From an optimization exercise on the open Yosys and OpenROAD flow, aimed at small area, a short achievable clock period and few clock cycles per item; shortcuts taken in it are not production practice. The RTL was checked by simulation tests, not by an equivalence proof against the original design.

File: design/flow/config.mk
export PLATFORM = sky130hd
export DESIGN_NAME = cheby_fir_tdm
export DESIGN_NICKNAME = cheby_fir_tdm
export VERILOG_FILES = /design/flow/design.v
export SDC_FILE = /design/flow/constraint.sdc
export NUM_CORES = 4
export LEC_CHECK = 0
export CAP_MARGIN = 20
export CORE_MARGIN = 2
export CORE_UTILIZATION = 40
export SLEW_MARGIN = 20
File: design/flow/constraint.sdc
create_clock -name core_clock -period 10.0 [get_ports {clk30x}]
set_input_delay 2.0000 -clock core_clock [delete_from_list [all_inputs] [get_ports {clk30x}]]
set_output_delay 2.0000 -clock core_clock [all_outputs]
set_load 0.01 [all_outputs]
File: design/flow/design.v
package cheby_fir_pkg;
    function automatic int clog2(input int value);
        clog2 = (value <= 2) ? 1 : $clog2(value);
    endfunction
    typedef enum logic [2:0] {
        ST_IDLE  = 3'd0,
        ST_LOAD  = 3'd1,
        ST_MAC   = 3'd2,
        ST_DRAIN = 3'd3,
        ST_OUT   = 3'd4
    } fir_state_t;
    function automatic int acc_width(input int dw, input int cw, input int n);
        acc_width = dw + cw + clog2(n);
    endfunction
    function automatic longint round_half(input int frac);
        round_half = (frac > 0) ? (64'sd1 <<< (frac - 1)) : 64'sd0;
    endfunction
    function automatic longint coef_one(input int frac, input int cw);
        coef_one = (frac >= cw - 1) ? ((64'sd1 <<< (cw - 1)) - 64'sd1)
                                    : (64'sd1 <<< frac);
    endfunction
endpackage
module cheby_mac_unit
#(
    parameter int DW   = 16,
    parameter int CW   = 16,
    parameter int ACCW = 35,
    parameter int FRAC = 15,
    parameter int CHW  = 1
) (
    input  logic                 clk,
    input  logic                 rst,
    input  logic                 in_valid,
    input  logic                 in_clr,
    input  logic                 in_last,
    input  logic [CHW-1:0]       in_ch,
    input  logic signed [DW-1:0] x,
    input  logic signed [CW-1:0] h,
    output logic                 res_valid,
    output logic [CHW-1:0]       res_ch,
    output logic signed [DW-1:0] res_y,
    output logic                 res_sat
);
    localparam int PW = DW + CW;
    localparam int SW = ACCW + 1;
    localparam logic signed [SW-1:0] RND  = SW'(cheby_fir_pkg::round_half(FRAC));
    localparam logic signed [SW-1:0] MAXV = {{(SW-DW+1){1'b0}}, {(DW-1){1'b1}}};
    localparam logic signed [SW-1:0] MINV = {{(SW-DW+1){1'b1}}, {(DW-1){1'b0}}};
    logic [PW-1:0]          xe;
    logic [PW-1:0]          he;
    logic signed [PW-1:0]   prod_q;
    logic                   p_valid;
    logic                   p_clr;
    logic                   p_last;
    logic [CHW-1:0]         p_ch;
    logic signed [ACCW-1:0] prod_ext;
    logic signed [ACCW-1:0] acc_q;
    logic signed [SW-1:0]   sum;
    logic signed [SW-1:0]   shr;
    always_comb begin
        xe       = {{CW{x[DW-1]}}, x};
        he       = {{DW{h[CW-1]}}, h};
        prod_ext = {{(ACCW-PW){prod_q[PW-1]}}, prod_q};
    end
    always_ff @(posedge clk or negedge rst) begin
        if (!rst) begin
            prod_q    <= '0;
            p_valid   <= 1'b0;
            p_clr     <= 1'b0;
            p_last    <= 1'b0;
            p_ch      <= '0;
            acc_q     <= '0;
            res_valid <= 1'b0;
            res_ch    <= '0;
        end else begin
            p_valid   <= in_valid;
            p_clr     <= in_clr;
            p_last    <= in_last;
            p_ch      <= in_ch;
            if (in_valid) begin
                prod_q <= xe * he;
            end
            if (p_valid) begin
                acc_q <= p_clr ? prod_ext : acc_q + prod_ext;
            end
            res_valid <= p_valid & p_last;
            res_ch    <= p_ch;
        end
    end
    always_comb begin
        sum     = {acc_q[ACCW-1], acc_q} + RND;
        shr     = sum >>> FRAC;
        res_sat = 1'b0;
        res_y   = shr[DW-1:0];
        if (shr > MAXV) begin
            res_y   = MAXV[DW-1:0];
            res_sat = 1'b1;
        end else if (shr < MINV) begin
            res_y   = MINV[DW-1:0];
            res_sat = 1'b1;
        end
    end
endmodule
module cheby_fir_tdm
#(
    parameter  int N    = 8,
    parameter  int DW   = 16,
    parameter  int CW   = 16,
    parameter  int NCH  = 2,
    parameter  int FRAC = 15,
    localparam int AW   = cheby_fir_pkg::clog2(N),
    localparam int CHW  = cheby_fir_pkg::clog2(NCH),
    localparam int ACCW = cheby_fir_pkg::acc_width(DW, CW, N)
) (
    input  logic                clk30x,
    input  logic                rst,
    input  logic                donext,
    input  logic [NCH*DW-1:0]   xin,
    input  logic                coef_we,
    input  logic [AW-1:0]       coef_addr,
    input  logic [CW-1:0]       coef_data,
    output logic                busy,
    output logic                yvalid,
    output logic [NCH*DW-1:0]   yout,
    output logic [NCH*DW-1:0]   xin_d,
    output logic [NCH-1:0]      sat,
    output logic                overrun
);
    localparam logic [AW:0]    N_EXT    = (AW+1)'(N);
    localparam logic [AW-1:0]  TAP_LAST = AW'(N - 1);
    localparam logic [CHW-1:0] CH_LAST  = CHW'(NCH - 1);
    localparam logic [CW-1:0]  H_ONE    = CW'(cheby_fir_pkg::coef_one(FRAC, CW));
    cheby_fir_pkg::fir_state_t           state;
    logic [AW-1:0]        wr_ptr;
    logic [AW-1:0]        tap_cnt;
    logic [CHW-1:0]       ch_cnt;
    logic                 drain_cnt;
    logic [AW-1:0]        rd_idx;
    logic [AW-1:0]        old_idx;
    logic signed [DW-1:0] x_mem [NCH][N];
    logic signed [CW-1:0] h_reg [N];
    logic signed [DW-1:0] res_y [NCH];
    logic [NCH-1:0]       res_sat;
    logic                 mac_issue;
    logic                 mac_valid;
    logic [CHW-1:0]       mac_ch;
    logic signed [DW-1:0] mac_y;
    logic                 mac_sat;
    always_comb begin
        if (wr_ptr >= tap_cnt) begin
            rd_idx = wr_ptr - tap_cnt;
        end else begin
            rd_idx = AW'(({1'b0, wr_ptr} + N_EXT) - {1'b0, tap_cnt});
        end
        old_idx   = (wr_ptr == TAP_LAST) ? '0 : wr_ptr + AW'(1);
        mac_issue = (state == cheby_fir_pkg::ST_MAC);
    end
    cheby_mac_unit #(
        .DW   (DW),
        .CW   (CW),
        .ACCW (ACCW),
        .FRAC (FRAC),
        .CHW  (CHW)
    ) u_mac (
        .clk       (clk30x),
        .rst       (rst),
        .in_valid  (mac_issue),
        .in_clr    (tap_cnt == '0),
        .in_last   (tap_cnt == TAP_LAST),
        .in_ch     (ch_cnt),
        .x         (x_mem[ch_cnt][rd_idx]),
        .h         (h_reg[tap_cnt]),
        .res_valid (mac_valid),
        .res_ch    (mac_ch),
        .res_y     (mac_y),
        .res_sat   (mac_sat)
    );
    always_ff @(posedge clk30x or negedge rst) begin
        if (!rst) begin
            state     <= cheby_fir_pkg::ST_IDLE;
            busy      <= 1'b0;
            yvalid    <= 1'b0;
            overrun   <= 1'b0;
            yout      <= '0;
            xin_d     <= '0;
            sat       <= '0;
            wr_ptr    <= '0;
            tap_cnt   <= '0;
            ch_cnt    <= '0;
            drain_cnt <= 1'b0;
            res_sat   <= '0;
            for (int c = 0; c < NCH; c++) begin
                res_y[c] <= '0;
                for (int k = 0; k < N; k++) begin
                    x_mem[c][k] <= '0;
                end
            end
            for (int k = 0; k < N; k++) begin
                h_reg[k] <= (k == 0) ? H_ONE : '0;
            end
        end else begin
            yvalid <= 1'b0;
            if (donext && state != cheby_fir_pkg::ST_IDLE) begin
                overrun <= 1'b1;
            end
            if (mac_valid) begin
                res_y[mac_ch]   <= mac_y;
                res_sat[mac_ch] <= mac_sat;
            end
            unique case (state)
                cheby_fir_pkg::ST_IDLE: begin
                    if (coef_we && ({1'b0, coef_addr} < N_EXT)) begin
                        h_reg[coef_addr] <= coef_data;
                    end
                    if (donext) begin
                        for (int c = 0; c < NCH; c++) begin
                            x_mem[c][wr_ptr] <= xin[c*DW +: DW];
                        end
                        busy  <= 1'b1;
                        state <= cheby_fir_pkg::ST_LOAD;
                    end
                end
                cheby_fir_pkg::ST_LOAD: begin
                    tap_cnt <= '0;
                    ch_cnt  <= '0;
                    state   <= cheby_fir_pkg::ST_MAC;
                end
                cheby_fir_pkg::ST_MAC: begin
                    if (tap_cnt == TAP_LAST) begin
                        tap_cnt <= '0;
                        if (ch_cnt == CH_LAST) begin
                            ch_cnt    <= '0;
                            drain_cnt <= 1'b0;
                            state     <= cheby_fir_pkg::ST_DRAIN;
                        end else begin
                            ch_cnt <= ch_cnt + CHW'(1);
                        end
                    end else begin
                        tap_cnt <= tap_cnt + AW'(1);
                    end
                end
                cheby_fir_pkg::ST_DRAIN: begin
                    if (drain_cnt) begin
                        state <= cheby_fir_pkg::ST_OUT;
                    end else begin
                        drain_cnt <= 1'b1;
                    end
                end
                cheby_fir_pkg::ST_OUT: begin
                    for (int c = 0; c < NCH; c++) begin
                        yout[c*DW +: DW]  <= res_y[c];
                        xin_d[c*DW +: DW] <= x_mem[c][old_idx];
                    end
                    sat    <= res_sat;
                    yvalid <= 1'b1;
                    busy   <= 1'b0;
                    wr_ptr <= old_idx;
                    state  <= cheby_fir_pkg::ST_IDLE;
                end
                default: begin
                    state <= cheby_fir_pkg::ST_IDLE;
                end
            endcase
        end
    end
endmodule
File: design/flow/run.sh
#!/bin/bash
# synth_recipe.tcl (not shown) runs the flow's synth.tcl, then flattens the netlist and writes it again
# the make line also repeats each setting of config.mk as NAME=value (left out here)
make -C /OpenROAD-flow-scripts/flow DESIGN_CONFIG=/design/flow/config.mk WORK_HOME=/design/flow/orfs CLKGATE_MAP_FILE= SYNTH_SCRIPT=/design/flow/synth_recipe.tcl finish
==> flow_summary_export.csv <==
group,metric,value,unit
grt,grt_max_degree,175,
synthesis,yosys_warnings,8,
critical_path,critPathRequiredTime,10.52,ns
critical_path,worst_path_most_repeated_cell,"fa_1",
synthesis,synth_top_area_cell,"dfrtp_1",
grt,grt_pass1_vias,28324,
cts,cts_max_level,2,
place,dp_hpwl,72500,µm
timing,rsz0062_at_grt,"no",
critical_path,timing.rr.end,"u_mac.prod_q[30]",
critical_path,startpoint,"wr_ptr[0]",
finish,area_growth_syn_to_layout,13.3,%
critical_path,path_class,"register to register",
hold_path,hold_path_end,"u_mac.res_ch",
route,firstDrtPassIters,6,
route,drcViolationCount,0,
hold_path,hp-start,"u_mac.p_ch",
timing,worst_pin_slew,1.14,ns
critical_path,critPathLaunchType,"register",
synthesis,synth_ff_type,"dfrtp_1",
synthesis,synth_seq_cells,571,
place,numPortBuffers,123,
grt,grt_util_all_layers,22.2,%
finish,finalNonFillerCells,4961,
status,outcome,"complete, no violations",
synthesis,syn_area,37500,µm²
cts,clock_sinks,571,
timing,maxSlewViolCount,0,
synthesis,synth-edff-count,0,
floorplan,dieArea,96300,µm²
floorplan,fp.dieH,310,µm
place,globalplace.congestion,0.881,
timing,tns,0,ns
place,dpl.cell_count,4843,
timing,slew_headroom,23.2,%
cts,cts_tree,"done",
synthesis,synth_common_cells,"dfrtp_1, mux2_2, inv_1, nand2_1, fa_1",
timing,timing.fmax,107,MHz
timing,period_needed,9.36,ns
grt,grt_pass1_wl,167000,µm
cts,path_clk_slew,0.06,ns
critical_path,cp_max_fo,11,
synthesis,synth_top_area_share,37.1,%
finish,final_layout_size_suffix_gt1_share,19.5,%
floorplan,core_area,93200,µm²
floorplan,fp-row-count,112,
grt,antenna_found_initial,4,
synthesis,synth_most_common_cell,"dfrtp_1",
cts,ctsHoldBuffers,0,
critical_path,r2r-start,"wr_ptr[0]",
grt,grt_remaining_overflow,0,
synthesis,yosys-top-cells-area,"dfrtp_1, fa_1, mux2_2",
synthesis,netlist_instances,3552,
cts,clock_latency,0.68,ns
cts,post_cts_resized,0,
critical_path,slowest_delay,0.56,ns
run,max-cap-violations,0,
floorplan,chipWidth,310,µm
critical_path,endpoint_kind,"register",
cts,cts_root_buffer,"clkbuf_16",
critical_path,cp.arrival,9.88,ns
floorplan,pin_count,124,
route,ant_nets,0,
route,num_vias,27480,
synthesis,synth_cell_types,78,
synthesis,syn_nets,4002,
finish,utilization,45.6,%
hold_path,hold_depth,0,
route,drt-vias-per-instance,5.54,
cts,clock_path_buffers,3,
timing,finalCritPeriodShare,93.6,%
floorplan,initial_core_util,40.3,%
finish,largest_register_ffs,256,
timing,finalHoldViolations,0,
hold_path,hold_class,"register to register",
critical_path,rrSetupSlack,0.64,ns
cts,cts_buffers,61,
synthesis,seq_area_frac_synth,38.1,%
synthesis,synthArstFlopShare,100,%
synthesis,syn_area_per_cell,10.6,µm²
route,finalWirelength,105000,µm
timing,fin_skew,0.0523,ns
timing,setup_viol,0,
route,wl_per_cell,21.2,µm
critical_path,ff2ff_path_depth,34,
cts,post_cts_buffers,0,
finish,layout.nets,4103,
critical_path,crit_path_top_delay_cell,"fa_1",
route,initialDrtViolationCount,2413,
[per-layer routing]
layer  global-route usage (%)  part of all wire [%]  up-vias
met2                     35.8                    46      907
met1                     30.9                    45    13910
met5                        0                 0.034        -
li1                         -                     -    12464
met3                     3.58                   6.7      195
met4                     6.43                   2.7        4
[kinds of logic (layout without fill, tap and decap cells)]
kind of cell               count (synthesis)  in the layout  synth area share [%]
AOI/OAI and AO/OA                        721            721                  13.0
xor gates and xnor gates                  80             80                  1.89
adders and majority gates                395            395                  18.5
buffers and inverters                    529            683                  5.43
DFF                                      571            571                  38.1
muxes                                    449            449                  13.4
other                                      0              1                     0
and+or+nand+nor                          807            807                  9.60
[metrics by stage]
step                hold WS [ns]  cell area (µm²)  worst slack, ns
floorplan                  0.331            37500             1.70
global placement           0.335            40400            0.668
detailed placement         0.339            40400            0.613
CTS                        0.354            42500            0.621
global route               0.370            42500           0.0417
finish                     0.351            42500            0.644
[placed cells by master, fill, tap and decap left out, types with 22 or more instances in the layout]
cell / netlist / layout
xnor2_1: 50 / 50
a21oi_1: 149 / 149
clkbuf_16: 0 / 61
a222oi_1: 28 / 28
nand3_1: 48 / 45
buf_4: 1 / 95
inv_1: 341 / 340
a21o_1: 29 / 29
o21ai_0: 147 / 143
a22oi_1: 166 / 166
a221oi_1: 38 / 38
dfrtp_1: 556 / 554
nand2b_1: 36 / 35
mux2_2: 441 / 441
fa_1: 264 / 264
a22o_1: 27 / 27
xor2_1: 29 / 29
nand4_1: 22 / 22
nand2_1: 332 / 325
ha_1: 131 / 126
nor2_1: 239 / 238
clkdlybuf4s50_1: 0 / 122
[critical path, delay by kind of cell, from the launching register on]
family          cells  cell delay (ns)
compound gates     10             2.87
xor+xnor            2             0.40
fa+ha+maj           9             3.88
buf+inv             7             0.61
flops               1             0.42
mux                 1             0.22
simple gates        5             0.83
[worst max-delay path by stage]
stage | to | slack [ns] | depth (start not counted)
global route | u_mac.prod_q[30] | 0.04 | 34
global placement | u_mac.prod_q[30] | 0.67 | 34
finish | u_mac.prod_q[30] | 0.64 | 34
detailed placement | u_mac.prod_q[30] | 0.61 | 35
CTS | u_mac.prod_q[30] | 0.62 | 35
floorplan | u_mac.prod_q[30] | 1.70 | 36
[cell type report]
type | instances | area (µm²)
diodes | 1 | 2.50
fillers | 8739 | 50700
multi-input cells | 2452 | 21300
repair buffers | 222 | 2020
inverters | 345 | 1290
clock inverters | 27 | 282
flip-flops and latches | 571 | 14300
well taps | 1254 | 1570
clock buffers | 89 | 1760
Testbench counts, summed over its fixed seeds: cycles 26,880, items 1,280.

==> port drivers added, routing unchanged <==
Ports are ideal in the flow. The routed layout listed here was re-timed in OpenROAD.
Step 1: set_driving_cell puts a clkbuf_16 on clk30x and a buf_2 on each other input, an assumption about the parent block.
Step 2 times the ports against the registers' clock, not the clock port: input delays grow and output delays shrink by t, the midpoint of the rising clock arrivals with the driver on.
a / b / c = no drivers / after step 1 / after step 2; a / b = the first two.
t (ns): 0.711
setup WS [ns]: 0.644 / 0.644 / 0.644
latest minus earliest clock arrival (ns): 0.054 / 0.053
worst register clock-pin slew, ns: 0.07 / 0.07
After both steps setup and hold are still met in this run. The setup slack of this run moves by 0.000 ns with the drivers and by 0.000 ns with both steps.
